This design comes from an exercise in tuning for small area on the open sky130 flow, not from production work.
In this exercise RTL edits were held to simulation tests only and were not proved equivalent to the original.
Power is estimated from default activity; no workload was simulated.

== lane 1 ==
## dual_wheel_incremental_pid_drive
module dual_wheel_incremental_pid_drive #(
	parameter int TICK_BITS = dwpid_pkg::TICK_BITS
) (
	input  logic                        clk,
	input  logic                        arst_n,
	input  logic                        psel,
	input  logic                        penable,
	input  logic                        pwrite,
	input  logic [4:0]                  paddr,
	input  logic [31:0]                 pwdata,
	output logic [31:0]                 prdata,
	output logic                        pready,
	input  logic                        in_valid,
	output logic                        in_stall,
	input  logic [2:0]                  cmd,
	input  logic signed [15:0]          speed,
	input  logic signed [TICK_BITS-1:0] left_ticks,
	input  logic signed [TICK_BITS-1:0] right_ticks,
	output logic                        out_valid,
	input  logic                        out_stall,
	output logic [15:0]                 left_duty,
	output logic [1:0]                  left_dir,
	output logic [15:0]                 right_duty,
	output logic [1:0]                  right_dir,
	output logic signed [15:0]          left_speed,
	output logic signed [15:0]          right_speed,
	output logic signed [31:0]          left_odometry,
	output logic signed [31:0]          right_odometry
);
For scale: roughly 18000 um^2 of cells after synthesis.
clock: 12.0 ns
lec_check: 0
cap_margin: 20
core_margin: 2
core_utilization: 40
slew_margin: 20
standard.sh (not shown) runs the stock make flow with config.mk's settings and CLKGATE_MAP_FILE= SYNTH_SCRIPT=/design/flow/synth_recipe.tcl, a recipe that flattens the netlist after the stock synthesis.
==> flow/flow/run.sh <==
#!/bin/bash
# The standard layout (standard.sh) with three options changed:
#  - synthesis runs flow/my_synth.tcl: the standard synthesis script, except that the
#    technology mapping uses Yosys's own (area-oriented) ABC script instead of ORFS's
#    delay-oriented one; registers, their names and cell types are unchanged;
#  - the port buffers are the smallest buffer cell;
#  - clock tree synthesis uses clkbuf_4 leaf clusters of up to 9 sinks and no dummy loads.
# All tool output goes to standard.log here and to ORFS's per-step logs under orfs/logs.
set -euo pipefail
HERE=$(pwd)
export BUFFER_PORTS_ARGS="-buffer_cell sky130_fd_sc_hd__buf_1"
export CTS_ARGS="-sink_clustering_enable -repair_clock_nets -sink_clustering_size 9 -sink_clustering_max_diameter 60 -buf_list sky130_fd_sc_hd__clkbuf_4 -dont_use_dummy_load"
bash standard.sh SYNTH_SCRIPT="$HERE/flow/my_synth.tcl" finish > standard.log 2>&1
==> flow/flow/my_synth.tcl <==
proc synth {args} { yosys synth -nofsm -noshare {*}$args }
# Same as synth_recipe.tcl (the standard synthesis), with ABC called without the ORFS script,
# constraint file and delay target.
# Technology mapping with Yosys's own ABC script for liberty mapping (area oriented), in place of
# ORFS's delay-oriented script; the -liberty and -dont_use arguments are kept.
proc abc {args} {
  set keep {}
  set i 0
  while {$i < [llength $args]} {
    set a [lindex $args $i]
    if {$a eq "-liberty" || $a eq "-dont_use"} {
      lappend keep $a [lindex $args [expr {$i + 1}]]
      incr i 2
    } elseif {$a eq "-script" || $a eq "-constr" || $a eq "-D"} {
      incr i 2
    } else {
      lappend keep $a
      incr i
    }
  }
  yosys abc {*}$keep
}
source $::env(SCRIPTS_DIR)/synth.tcl
# left out here: clear keep_hierarchy, flatten, clean up, hide names made inside functions, write 1_2_yosys.v
Input changes introduced in lane 2 (baseline for comparison: lane 1):
-- flow/flow/run.sh --
<<< lane 1, line 12
export CTS_ARGS="-sink_clustering_enable -repair_clock_nets -sink_clustering_size 9 -sink_clustering_max_diameter 60 -buf_list sky130_fd_sc_hd__clkbuf_4 -dont_use_dummy_load"
>>> lane 2, line 12
export CTS_ARGS="-sink_clustering_enable -repair_clock_nets -sink_clustering_size 8 -sink_clustering_max_diameter 60 -buf_list sky130_fd_sc_hd__clkbuf_4 -dont_use_dummy_load"
Results
Looking at end of the critical path, the u_right.q_q[0]$_DFFE_PP_ result is from lane 2; the u_right.s_q[17]$_SDFF_PP0_ one comes from lane 1.
Lane 2 vs. lane 1: ratio of total power to cell area rose 0.80%; maximum resistive drop on vdd rose about 0.8%; count of non-filler cells in the finished layout rose about 0.47%; total non-filler cell area in the finished layout rose about 0.4%; worst clock skew fell 0.064 ns.
Going from lane 1 to lane 2, storage element area now sits at about the same level, met1 wire length now sits lower.
Comparing lane 2 with lane 1, the proportion of cell area occupied by multi-input gates came out essentially unchanged.
Inputs modified between lane 2 and lane 3:
-- flow/flow/run.sh --
<<< lane 2, line 7
#  - clock tree synthesis uses clkbuf_4 leaf clusters of up to 9 sinks and no dummy loads.
>>> lane 3, line 7
#  - clock tree synthesis uses clkbuf_4 leaf clusters of up to 8 sinks and no dummy loads.
Results
- Delta (lane 3 minus lane 2): smallest hold slack shows no meaningful change, share of total power in the clock network roughly the same, worst setup slack after layout essentially unchanged, flop and latch count out of synthesis stayed essentially flat, final weighted congestion of routability-driven global placement held steady.

dual_wheel_incremental_pid_drive, a different RTL version from the one above (not shown whole).
Size in the first run: ~260 I/O pins, ~0.018 mm² of cells after synthesis.
==> flow/config.mk <==
export PLATFORM = sky130hd
export DESIGN_NAME = dual_wheel_incremental_pid_drive
export DESIGN_NICKNAME = dual_wheel_incremental_pid_drive
export VERILOG_FILES = /design/flow/design.v
export SDC_FILE = /design/flow/constraint.sdc
export NUM_CORES = 4
export LEC_CHECK = 0
export CAP_MARGIN = 20
export CORE_MARGIN = 2
export CORE_UTILIZATION = 40
export SLEW_MARGIN = 20
==> flow/constraint.sdc <==
create_clock -name core_clock -period 12.0 [get_ports {clk}]
set_input_delay 2.4000 -clock core_clock [delete_from_list [all_inputs] [get_ports {clk}]]
set_output_delay 2.4000 -clock core_clock [all_outputs]
set_load 0.01 [all_outputs]
==> flow/flow/run.sh <==
#!/bin/bash
# The standard layout (standard.sh) with three options changed:
#  - synthesis runs flow/my_synth.tcl: the standard synthesis script, except that the
#    technology mapping uses Yosys's own (area-oriented) ABC script instead of ORFS's
#    delay-oriented one; registers, their names and cell types are unchanged;
#  - the port buffers are the smallest buffer cell;
#  - clock tree synthesis uses clkbuf_16 leaf clusters of up to 24 sinks and no dummy loads.
# All tool output goes to standard.log here and to ORFS's per-step logs under orfs/logs.
set -euo pipefail
HERE=$(pwd)
export BUFFER_PORTS_ARGS="-buffer_cell sky130_fd_sc_hd__buf_1"
export CTS_ARGS="-sink_clustering_enable -repair_clock_nets -sink_clustering_size 9 -sink_clustering_max_diameter 60 -buf_list sky130_fd_sc_hd__clkbuf_4 -dont_use_dummy_load"
bash standard.sh SYNTH_SCRIPT="$HERE/flow/my_synth.tcl" finish > standard.log 2>&1
Scripts as last shown in full above: flow/flow/my_synth.tcl
The starting point went through all stages and came out clean.
Change:
--- a/flow/flow/run.sh
+++ b/flow/flow/run.sh
@@ -12 +12 @@
-export CTS_ARGS="-sink_clustering_enable -repair_clock_nets -sink_clustering_size 9 -sink_clustering_max_diameter 60 -buf_list sky130_fd_sc_hd__clkbuf_4 -dont_use_dummy_load"
+export CTS_ARGS="-sink_clustering_enable -repair_clock_nets -sink_clustering_size 8 -sink_clustering_max_diameter 60 -buf_list sky130_fd_sc_hd__clkbuf_4 -dont_use_dummy_load"
Outcome: Critical path depth stays the same; die area is unchanged; setup slack is worse by 0.17 ns.
Change:
--- a/flow/flow/run.sh
+++ b/flow/flow/run.sh
@@ -12 +12 @@
-export CTS_ARGS="-sink_clustering_enable -repair_clock_nets -sink_clustering_size 8 -sink_clustering_max_diameter 60 -buf_list sky130_fd_sc_hd__clkbuf_4 -dont_use_dummy_load"
+export CTS_ARGS="-sink_clustering_enable -repair_clock_nets -sink_clustering_size 24 -sink_clustering_max_diameter 120 -buf_list sky130_fd_sc_hd__clkbuf_16 -dont_use_dummy_load"
Result: The new run finished with timing, DRC and antenna clean. Combinational power is about the same. Hold slack gets better by 0.0053 ns. Power came out higher by 1.2%. Setup slack gets better by 0.099 ns. Global-route usage came out lower by 0.50 points. Synthesized cell count stays the same. Final cell count came out lower by 1.7%. Clock-buffer cell count came out lower by 40. Cell area came out higher by 0.31%. Non-clock buffer count is unchanged. Sequential cell count stays the same.
Change:
--- a/flow/flow/run.sh
+++ b/flow/flow/run.sh
@@ -12 +12 @@
-export CTS_ARGS="-sink_clustering_enable -repair_clock_nets -sink_clustering_size 24 -sink_clustering_max_diameter 120 -buf_list sky130_fd_sc_hd__clkbuf_16 -dont_use_dummy_load"
+export CTS_ARGS="-sink_clustering_enable -repair_clock_nets -sink_clustering_size 10 -sink_clustering_max_diameter 70 -buf_list sky130_fd_sc_hd__clkbuf_4 -dont_use_dummy_load"
Effect: The new run went through all stages and came out clean. Die area stays the same. Maximum frequency grows slightly. Final area shrinks slightly. Sequential cell count does not change.

red:
Another version of the RTL of dual_wheel_incremental_pid_drive (not shown whole).
Size in the first run: roughly 3,100 cells after synthesis, about 450 flip-flops, ~260 I/O pins.
export LEC_CHECK = 0
export ABC_AREA = 1
export CAP_MARGIN = 20
export CORE_MARGIN = 2
export CORE_UTILIZATION = 40
export CTS_BUF_LIST = sky130_fd_sc_hd__clkbuf_2
export CTS_CLUSTER_SIZE = 20
export SLEW_MARGIN = 20
create_clock -name core_clock -period 12.0 [get_ports {clk}]
run.sh (not shown) runs the stock make flow with config.mk's settings and CLKGATE_MAP_FILE= SYNTH_SCRIPT=/design/flow/synth_recipe.tcl, a recipe that flattens the netlist after the stock synthesis.
Stock flow here: none of the scripts above is used.
red | status: complete | timing, DRC, antenna: pass
Input changes introduced in blue (baseline for comparison: red):
--- a/flow/config.mk
+++ b/flow/config.mk
@@ -7,3 +7,2 @@
 export LEC_CHECK = 0
-export ABC_AREA = 1
 export CAP_MARGIN = 20
@@ -11,4 +10,2 @@
 export CORE_UTILIZATION = 40
-export CTS_BUF_LIST = sky130_fd_sc_hd__clkbuf_2
-export CTS_CLUSTER_SIZE = 20
 export SLEW_MARGIN = 20
The flow did not stop early for blue: all stages ran, and the layout cleared the timing, design-rule and antenna checks. On worst setup slack, red beats blue. Higher worst hold-check slack goes to blue over red. blue vs red on simple logic cell fraction of the synthesized area: blue is the lower one. Compared with red, in blue global routing met3 resource utilization up 1.1 points, power up 8.6%, fmax down about 7.5%, number of vias after detailed routing down 2,872. Re number of cells on the critical path: red and blue aren't equal, and the lower value belongs to red. Comparing red and blue, amount of wire on met2 after detailed routing is higher on red. Compared with red, blue shows routed wire length that has gone down by a few percent.
Setup changes, blue to green
--- a/flow/config.mk
+++ b/flow/config.mk
@@ -7,2 +7,3 @@
 export LEC_CHECK = 0
+export ABC_AREA = 1
 export CAP_MARGIN = 20
==> comparison <==
- Looking at top cell class by occupied area, the multi-input gates result is from blue; the sequential cells one comes from green.
- Diff blue -> green: cell area after placement level, worst-case clock skew moved up.
- Routability congestion estimate from global placement: green < blue
- The slack of the critical path of green is higher than that of blue.
- On sequential share of layout area, blue and green are basically level.
- blue reports its most common cell after layout, fill and taps aside as dfrtp_1 while green reports nand2_1.
- Synthesis-to-layout area growth came out lower on green than on blue.
- Against blue as the reference, green delivers a lower period utilization.

==> separate check: timing with driven ports <==
Ports are ideal in the flow. The routed layouts listed here were re-timed in OpenROAD.
Step 1, drivers: a clkbuf_16 drives clk and a buf_2 each remaining input, both assumed.
Step 2, shift: input delay + t, output delay - t, t = (earliest + latest rising clock arrival at the registers) / 2. This alone moves slack from input paths to output paths.
a / b / c = ideal / step 1 / step 2; a / b = the first two.
run | t, ns | setup WS [ns] | hold WS [ns]
lane 1 | 0.781 | 0.497 / 0.497 / 0.497 | 0.235 / 0.235 / 0.235
lane 2 | 0.799 | 0.499 / 0.499 / 0.499 | 0.269 / 0.269 / 0.269
lane 3 | 0.799 | 0.499 / 0.499 / 0.499 | 0.269 / 0.269 / 0.269
the first run of note 2 | 0.825 | 0.758 / 0.758 / 0.758 | 0.256 / 0.256 / 0.256
the second run of note 2 | 0.823 | 0.592 / 0.592 / 0.592 | 0.320 / 0.320 / 0.320
the third run of note 2 | 0.598 | 0.691 / 0.691 / 0.691 | 0.325 / 0.325 / 0.325
the fourth run of note 2 | 0.828 | 0.762 / 0.762 / 0.762 | 0.299 / 0.299 / 0.299
red | 1.313 | 4.570 / 4.545 / 4.545 | 0.415 / 0.415 / 0.415
blue | 0.647 | 3.967 / 3.967 / 3.967 | 0.444 / 0.444 / 0.444
green | 0.665 | 4.586 / 4.561 / 4.561 | 0.444 / 0.444 / 0.444
After both steps setup and hold are still met in every run listed.
